This design comes from an exercise in tuning for small area, a short achievable clock period and few clock cycles per item on the open sky130 flow, not from production work. RTL that was checked went through simulation tests only; none was proved equivalent to the original. Power and IR drop assume default switching activity.

## rev 12
==> module lru_cache_table, before the edit <==
module lru_cache_table #(
  parameter int DEPTH = lct_pkg::DEPTH_DEFAULT
) (
  input  logic                        clk,
  input  logic                        rst,
  input  logic                        in_valid,
  output logic                        in_ready,
  input  logic [lct_pkg::CMD_W-1:0]   command,
  input  logic [lct_pkg::KEY_W-1:0]   key,
  input  logic [lct_pkg::VALUE_W-1:0] value,
  output logic                        out_valid,
  input  logic                        out_ready,
  output logic                        hit,
  output logic [lct_pkg::VALUE_W-1:0] read_data
);
  localparam int N  = DEPTH;
  localparam int IW = lct_pkg::addr_w(DEPTH);
  localparam int KW = lct_pkg::KEY_W;
  localparam int VW = lct_pkg::VALUE_W;
  logic                      req_v;
  logic [lct_pkg::CMD_W-1:0] req_cmd;
  logic [KW-1:0]             req_key;
  logic [VW-1:0]             req_val;
  logic [N-1:0]              req_m;     
  logic [KW-1:0] sk  [N];
  logic [IW-1:0] ptr [N];
  logic [N-1:0]  vld;
  logic [VW-1:0] sv  [N];
  logic [1:0]    rq_n;
  logic          rq_hit  [2];
  logic          rq_miss [2];
  logic [IW-1:0] rq_slot [2];
  logic          o_free;
  logic          rq_pop;
  logic          r_hit, r_miss;
  logic          go;
  logic [N:0]    ahead;     
  logic          any;
  logic [IW-1:0] hptr;
  logic [IW-1:0] wslot;
  logic          is_lk, is_ins, is_clr;
  logic          do_hit, do_ins, do_clr;
  logic [N-1:0]  sel_prev, sel_next;
  logic [N-1:0]  ms;
  logic [N-1:0]  eq;
  logic          eq_req;
  logic [N-1:0]  m_d;
  assign go       = req_v && !rq_n[1];
  assign in_ready = !req_v || !rq_n[1];
  assign o_free   = !out_valid || out_ready;
  assign rq_pop   = o_free && (rq_n != 2'd0);
  assign r_hit    = is_lk && any;
  assign r_miss   = is_lk && !any;
  assign is_lk  = (req_cmd == lct_pkg::CMD_LOOKUP);
  assign is_ins = (req_cmd == lct_pkg::CMD_INSERT);
  assign is_clr = (req_cmd == lct_pkg::CMD_CLEAR);
  always_comb begin
    ahead[0] = 1'b0;
    for (int p = 0; p < N; p++) begin
      ahead[p+1] = ahead[p] || req_m[p];
    end
    any = ahead[N];
    hptr = '0;
    for (int p = 0; p < N; p++) begin
      hptr = hptr | ({IW{req_m[p] && !ahead[p]}} & ptr[p]);
    end
  end
  assign wslot  = ptr[N-1];
  assign do_hit = go && is_lk && any;
  assign do_ins = go && is_ins;
  assign do_clr = go && is_clr && any;
  always_comb begin
    for (int p = 0; p < N; p++) begin
      sel_prev[p] = do_ins || (do_hit && !ahead[p]);
      sel_next[p] = do_clr && ahead[p+1];
    end
  end
  always_comb begin
    eq_req = (req_key == key);
    for (int s = 0; s < N; s++) begin
      if (do_ins && (wslot == IW'(s))) begin
        ms[s] = eq_req;
      end else begin
        ms[s] = (sk[s] == key);
      end
    end
    for (int p = 0; p < N; p++) begin
      eq[p] = vld[p] && ms[ptr[p]];
    end
    for (int p = 0; p < N; p++) begin
      if (sel_prev[p]) begin
        m_d[p] = (p == 0) ? eq_req : eq[(p + N - 1) % N];
      end else if (sel_next[p]) begin
        m_d[p] = (p == N - 1) ? 1'b0 : eq[(p + 1) % N];
      end else begin
        m_d[p] = eq[p];
      end
    end
  end
  always_ff @(posedge clk) begin
    if (rst) begin
      for (int p = 0; p < N; p++) begin
        ptr[p] <= IW'(p);
      end
    end else begin
      if (do_ins) begin
        ptr[0] <= wslot;
      end else if (do_hit) begin
        ptr[0] <= hptr;
      end else if (sel_next[0]) begin
        ptr[0] <= ptr[1];
      end
      for (int p = 1; p < N - 1; p++) begin
        if (sel_prev[p]) begin
          ptr[p] <= ptr[p-1];
        end else if (sel_next[p]) begin
          ptr[p] <= ptr[p+1];
        end
      end
      if (sel_prev[N-1]) begin
        ptr[N-1] <= ptr[N-2];
      end else if (do_clr) begin
        ptr[N-1] <= hptr;
      end
    end
  end
  always_ff @(posedge clk) begin
    for (int s = 0; s < N; s++) begin
      if (do_ins && (wslot == IW'(s))) begin
        sk[s] <= req_key;
        sv[s] <= req_val;
      end
    end
  end
  always_ff @(posedge clk) begin
    if (in_ready) begin
      req_cmd <= command;
      req_key <= key;
      req_val <= value;
      req_m   <= m_d;
    end
  end
  always_ff @(posedge clk) begin
    if (rst) begin
      req_v     <= 1'b0;
      rq_n      <= 2'd0;
      vld       <= '0;
      out_valid <= 1'b0;
    end else begin
      if (in_ready) begin
        req_v <= in_valid;
      end
      if (do_ins) begin
        vld <= {vld[N-2:0], 1'b1};
      end else if (do_clr) begin
        vld <= {1'b0, vld[N-1:1]};
      end
      if (o_free) begin
        out_valid <= (rq_n != 2'd0);
      end
      rq_n <= rq_n + {1'b0, go} - {1'b0, rq_pop};
    end
  end
  always_ff @(posedge clk) begin
    if (rq_pop) begin
      rq_hit[0]  <= rq_hit[1];
      rq_miss[0] <= rq_miss[1];
      rq_slot[0] <= rq_slot[1];
    end
    if (go && (rq_n == (rq_pop ? 2'd1 : 2'd0))) begin
      rq_hit[0]  <= r_hit;
      rq_miss[0] <= r_miss;
      rq_slot[0] <= hptr;
    end
    if (go) begin
      rq_hit[1]  <= r_hit;
      rq_miss[1] <= r_miss;
      rq_slot[1] <= hptr;
    end
  end
  always_ff @(posedge clk) begin
    if (o_free) begin
      hit       <= rq_hit[0];
      read_data <= rq_hit[0] ? sv[rq_slot[0]] : (rq_miss[0] ? lct_pkg::MISS_WORD : '0);
    end
  end
endmodule
clock: 5.0 ns
lec_check: 0
cap_margin: 20
core_margin: 2
core_utilization: 60
setup_slack_margin: 2.5
slew_margin: 20
run.sh (not shown) runs the stock make flow with config.mk's settings and CLKGATE_MAP_FILE= SYNTH_SCRIPT=/design/flow/synth_recipe.tcl, a recipe that flattens the netlist after the stock synthesis.
What rev 13 does differently from rev 12 at the input level:
diff --git a/flow/design.v b/flow/design.v
--- a/flow/design.v
+++ b/flow/design.v
@@ -65,5 +65,5 @@
   logic [VW-1:0]             req_val;
   logic [N-1:0]              req_m;     
-  logic [KW-1:0] sk  [N];
+  logic [KW-1:0] tk  [N];
   logic [IW-1:0] ptr [N];
   logic [N-1:0]  vld;
@@ -84,5 +84,4 @@
   logic          do_hit, do_ins, do_clr;
   logic [N-1:0]  sel_prev, sel_next;
-  logic [N-1:0]  ms;
   logic [N-1:0]  eq;
   logic          eq_req;
@@ -119,15 +118,8 @@
   end
   always_comb begin
+    for (int p = 0; p < N; p++) begin
+      eq[p] = vld[p] && (tk[p] == key);
+    end
     eq_req = (req_key == key);
-    for (int s = 0; s < N; s++) begin
-      if (do_ins && (wslot == IW'(s))) begin
-        ms[s] = eq_req;
-      end else begin
-        ms[s] = (sk[s] == key);
-      end
-    end
-    for (int p = 0; p < N; p++) begin
-      eq[p] = vld[p] && ms[ptr[p]];
-    end
     for (int p = 0; p < N; p++) begin
       if (sel_prev[p]) begin
@@ -138,4 +130,21 @@
         m_d[p] = eq[p];
       end
+    end
+  end
+  always_ff @(posedge clk) begin
+    if (sel_prev[0]) begin
+      tk[0] <= req_key;
+    end else if (sel_next[0]) begin
+      tk[0] <= tk[1];
+    end
+    for (int p = 1; p < N - 1; p++) begin
+      if (sel_prev[p]) begin
+        tk[p] <= tk[p-1];
+      end else if (sel_next[p]) begin
+        tk[p] <= tk[p+1];
+      end
+    end
+    if (sel_prev[N-1]) begin
+      tk[N-1] <= tk[N-2];
     end
   end
@@ -170,5 +179,4 @@
     for (int s = 0; s < N; s++) begin
       if (do_ins && (wslot == IW'(s))) begin
-        sk[s] <= req_key;
         sv[s] <= req_val;
       end
## What came out
Rev 13 — share of final layout cell area taken by clock buffers and inverters 0.25 points higher, rev 12 as reference. Compared rev 13 vs rev 12, and register-to-register slack is up in rev 13. Of rev 12 and rev 13, rev 12 shows the lower number of global-route vias before repair, with rev 13 above it. For the layout-stage area growth over the synthesis result, rev 13 came in 0.75 points lower than rev 12 did. Rev 13 vs rev 12, endpoint of the worst setup timing path: tk[7][5] vs req_m[4]. Non-clock buffer count for rev 13: 112 down relative to rev 12. Rev 13 -> rev 12: power share of the clock group flat. Wire length of the first global-routing pass ends up higher on rev 12. The cell area on rev 12 is in line with that on rev 13. Library cell contributing the largest single delay on the critical path = sky130_fd_sc_hd__or4_4: rev 13; library cell contributing the largest single delay on the critical path = sky130_fd_sc_hd__o32a_1: rev 12. Count of cells resized by post-cts repair, rev 12 and rev 13: higher on rev 12.
No functional check of the RTL was part of any run of this note.

---

Another version of the RTL of lru_cache_table (not shown whole).
Size in the first run: roughly 950 flip-flops, about 89 I/O pins, roughly 0.041 mm² of cells after synthesis.
==> module lru_cache_table, before the edit <==
module lru_cache_table #(
  parameter int DEPTH = lct_pkg::DEPTH_DEFAULT
) (
  input  logic                        clk,
  input  logic                        rst,
  input  logic                        in_valid,
  output logic                        in_ready,
  input  logic [lct_pkg::CMD_W-1:0]   command,
  input  logic [lct_pkg::KEY_W-1:0]   key,
  input  logic [lct_pkg::VALUE_W-1:0] value,
  output logic                        out_valid,
  input  logic                        out_ready,
  output logic                        hit,
  output logic [lct_pkg::VALUE_W-1:0] read_data
);
  localparam int N  = DEPTH;
  localparam int IW = lct_pkg::addr_w(DEPTH);
  localparam int KW = lct_pkg::KEY_W;
  localparam int VW = lct_pkg::VALUE_W;
  logic                      req_v;
  logic [lct_pkg::CMD_W-1:0] req_cmd;
  logic [KW-1:0]             req_key;
  logic [VW-1:0]             req_val;
  logic [N-1:0]              req_m;     
  logic [KW-1:0] tk  [N];
  logic [IW-1:0] ptr [N];
  logic [N-1:0]  vld;
  logic [VW-1:0] sv  [N];
  logic res_v;
  logic res_hit;
  logic res_miss;
  logic o_free;
  logic res_free;
  logic          go;
  logic [N:0]    ahead;     
  logic          any;
  logic [IW-1:0] hptr;
  logic [IW-1:0] wslot;
  logic          is_lk, is_ins, is_clr;
  logic          do_hit, do_ins, do_clr;
  logic [N-1:0]  sel_prev, sel_next;
  logic [N-1:0]  eq;
  logic          eq_req;
  logic [N-1:0]  m_d;
  assign o_free   = !out_valid || out_ready;
  assign res_free = !res_v || o_free;
  assign go       = req_v && res_free;
  assign in_ready = !req_v || res_free;
  assign is_lk  = (req_cmd == lct_pkg::CMD_LOOKUP);
  assign is_ins = (req_cmd == lct_pkg::CMD_INSERT);
  assign is_clr = (req_cmd == lct_pkg::CMD_CLEAR);
  always_comb begin
    ahead[0] = 1'b0;
    for (int p = 0; p < N; p++) begin
      ahead[p+1] = ahead[p] || req_m[p];
    end
    any = ahead[N];
    hptr = '0;
    for (int p = 0; p < N; p++) begin
      hptr = hptr | ({IW{req_m[p] && !ahead[p]}} & ptr[p]);
    end
  end
  assign wslot  = ptr[N-1];
  assign do_hit = go && is_lk && any;
  assign do_ins = go && is_ins;
  assign do_clr = go && is_clr && any;
  always_comb begin
    for (int p = 0; p < N; p++) begin
      sel_prev[p] = do_ins || (do_hit && !ahead[p]);
      sel_next[p] = do_clr && ahead[p+1];
    end
  end
  always_comb begin
    for (int p = 0; p < N; p++) begin
      eq[p] = vld[p] && (tk[p] == key);
    end
    eq_req = (req_key == key);
    for (int p = 0; p < N; p++) begin
      if (sel_prev[p]) begin
        m_d[p] = (p == 0) ? eq_req : eq[(p + N - 1) % N];
      end else if (sel_next[p]) begin
        m_d[p] = (p == N - 1) ? 1'b0 : eq[(p + 1) % N];
      end else begin
        m_d[p] = eq[p];
      end
    end
  end
  always_ff @(posedge clk) begin
    if (sel_prev[0]) begin
      tk[0] <= req_key;
    end else if (sel_next[0]) begin
      tk[0] <= tk[1];
    end
    for (int p = 1; p < N - 1; p++) begin
      if (sel_prev[p]) begin
        tk[p] <= tk[p-1];
      end else if (sel_next[p]) begin
        tk[p] <= tk[p+1];
      end
    end
    if (sel_prev[N-1]) begin
      tk[N-1] <= tk[N-2];
    end
  end
  always_ff @(posedge clk) begin
    if (rst) begin
      for (int p = 0; p < N; p++) begin
        ptr[p] <= IW'(p);
      end
    end else begin
      if (do_ins) begin
        ptr[0] <= wslot;
      end else if (do_hit) begin
        ptr[0] <= hptr;
      end else if (sel_next[0]) begin
        ptr[0] <= ptr[1];
      end
      for (int p = 1; p < N - 1; p++) begin
        if (sel_prev[p]) begin
          ptr[p] <= ptr[p-1];
        end else if (sel_next[p]) begin
          ptr[p] <= ptr[p+1];
        end
      end
      if (sel_prev[N-1]) begin
        ptr[N-1] <= ptr[N-2];
      end else if (do_clr) begin
        ptr[N-1] <= hptr;
      end
    end
  end
  always_ff @(posedge clk) begin
    for (int s = 0; s < N; s++) begin
      if (do_ins && (wslot == IW'(s))) begin
        sv[s] <= req_val;
      end
    end
  end
  always_ff @(posedge clk) begin
    if (in_ready) begin
      req_cmd <= command;
      req_key <= key;
      req_val <= value;
      req_m   <= m_d;
    end
  end
  always_ff @(posedge clk) begin
    if (rst) begin
      req_v     <= 1'b0;
      res_v     <= 1'b0;
      vld       <= '0;
      out_valid <= 1'b0;
    end else begin
      if (in_ready) begin
        req_v <= in_valid;
      end
      if (do_ins) begin
        vld <= {vld[N-2:0], 1'b1};
      end else if (do_clr) begin
        vld <= {1'b0, vld[N-1:1]};
      end
      if (go) begin
        res_v <= 1'b1;
      end else if (o_free) begin
        res_v <= 1'b0;
      end
      if (o_free) begin
        out_valid <= res_v;
      end
    end
  end
  always_ff @(posedge clk) begin
    if (go) begin
      res_hit  <= is_lk && any;
      res_miss <= is_lk && !any;
    end
    if (o_free) begin
      hit       <= res_hit;
      read_data <= res_hit ? sv[ptr[0]] : (res_miss ? lct_pkg::MISS_WORD : '0);
    end
  end
endmodule
export LEC_CHECK = 0
export CAP_MARGIN = 20
export CORE_MARGIN = 2
export CORE_UTILIZATION = 60
export SETUP_SLACK_MARGIN = 2.5
export SLEW_MARGIN = 20
create_clock -name core_clock -period 5.0 [get_ports {clk}]
Testbench counts at the start, summed over its fixed seeds: cycles 16,024, requests 16,000.
Change:
--- a/flow/design.v
+++ b/flow/design.v
@@ -65,32 +65,27 @@
   logic [VW-1:0]             req_val;
   logic [N-1:0]              req_m;     
   logic [KW-1:0] tk  [N];
   logic [IW-1:0] ptr [N];
   logic [N-1:0]  vld;
   logic [VW-1:0] sv  [N];
-  logic res_v;
   logic res_hit;
   logic res_miss;
-  logic o_free;
-  logic res_free;
   logic          go;
   logic [N:0]    ahead;     
   logic          any;
   logic [IW-1:0] hptr;
   logic [IW-1:0] wslot;
   logic          is_lk, is_ins, is_clr;
   logic          do_hit, do_ins, do_clr;
   logic [N-1:0]  sel_prev, sel_next;
   logic [N-1:0]  eq;
   logic          eq_req;
   logic [N-1:0]  m_d;
-  assign o_free   = !out_valid || out_ready;
-  assign res_free = !res_v || o_free;
-  assign go       = req_v && res_free;
-  assign in_ready = !req_v || res_free;
+  assign go       = req_v && (!out_valid || out_ready);
+  assign in_ready = !req_v || !out_valid || out_ready;
   assign is_lk  = (req_cmd == lct_pkg::CMD_LOOKUP);
   assign is_ins = (req_cmd == lct_pkg::CMD_INSERT);
   assign is_clr = (req_cmd == lct_pkg::CMD_CLEAR);
   always_comb begin
     ahead[0] = 1'b0;
     for (int p = 0; p < N; p++) begin
@@ -186,39 +181,33 @@
       req_m   <= m_d;
     end
   end
   always_ff @(posedge clk) begin
     if (rst) begin
       req_v     <= 1'b0;
-      res_v     <= 1'b0;
       vld       <= '0;
       out_valid <= 1'b0;
     end else begin
       if (in_ready) begin
         req_v <= in_valid;
       end
       if (do_ins) begin
         vld <= {vld[N-2:0], 1'b1};
       end else if (do_clr) begin
         vld <= {1'b0, vld[N-1:1]};
       end
       if (go) begin
-        res_v <= 1'b1;
-      end else if (o_free) begin
-        res_v <= 1'b0;
-      end
-      if (o_free) begin
-        out_valid <= res_v;
+        out_valid <= 1'b1;
+      end else if (out_ready) begin
+        out_valid <= 1'b0;
       end
     end
   end
   always_ff @(posedge clk) begin
     if (go) begin
       res_hit  <= is_lk && any;
       res_miss <= is_lk && !any;
     end
-    if (o_free) begin
-      hit       <= res_hit;
-      read_data <= res_hit ? sv[ptr[0]] : (res_miss ? lct_pkg::MISS_WORD : '0);
-    end
-  end
+  end
+  assign hit       = res_hit;
+  assign read_data = res_hit ? sv[ptr[0]] : (res_miss ? lct_pkg::MISS_WORD : '0);
 endmodule
What happened: The changed run finished with timing, DRC and antenna clean. Setup slack degrades by 1.3 ns. Clock-buffer cell count went up by 7. Worst hold slack gets better by 0.023 ns. Die area falls by 2.6%. Via count grows by 7.0%. Synthesized cell count rises by 0.74%. Utilization increases by 4.5 points. Maximum frequency falls by 32%. Sequential power shrinks by about 2%. Design area rises by 3.6%. Area after synthesis drops by 2.6%. Power is higher by 1.0%.
Only the layout flow was run in the second run of this note; the RTL was not checked for function there.

[static timing again, ports no longer ideal]
Ports are ideal in the flow. The routed layouts listed here were re-timed in OpenROAD.
Step 1 (the two cells are an assumption about what drives the block):
set clk [get_ports {clk}]
set_driving_cell -lib_cell sky130_fd_sc_hd__clkbuf_16 $clk
set_driving_cell -lib_cell sky130_fd_sc_hd__buf_2 [delete_from_list [all_inputs] $clk]
Step 2, shift: input delay + t, output delay - t, t = (earliest + latest rising clock arrival at the registers) / 2. This alone moves slack from input paths to output paths.
a / b / c = ideal ports / drivers / drivers and shift; a / b = the first two.
run | t (ns) | setup slack, ns | hold slack, ns | pins driven straight from the clock port
rev 12 | 0.723 | 1.665 / 1.696 / 0.973 | 0.524 / 0.524 / 0.524 | 1
rev 13 | 0.720 | 2.240 / 2.240 / 1.763 | 0.497 / 0.497 / 0.497 | 1
the first run of note 2 | 0.739 | 2.340 / 2.284 / 1.752 | 0.483 / 0.483 / 0.483 | 1
the second run of note 2 | 0.734 | 1.086 / 1.018 / 1.513 | 0.506 / 0.506 / 0.506 | 1
After both steps setup and hold are still met in every run listed. For rev 12, which loses most, drivers alone change the setup slack by +0.031 ns; drivers and shift together by -0.692 ns.
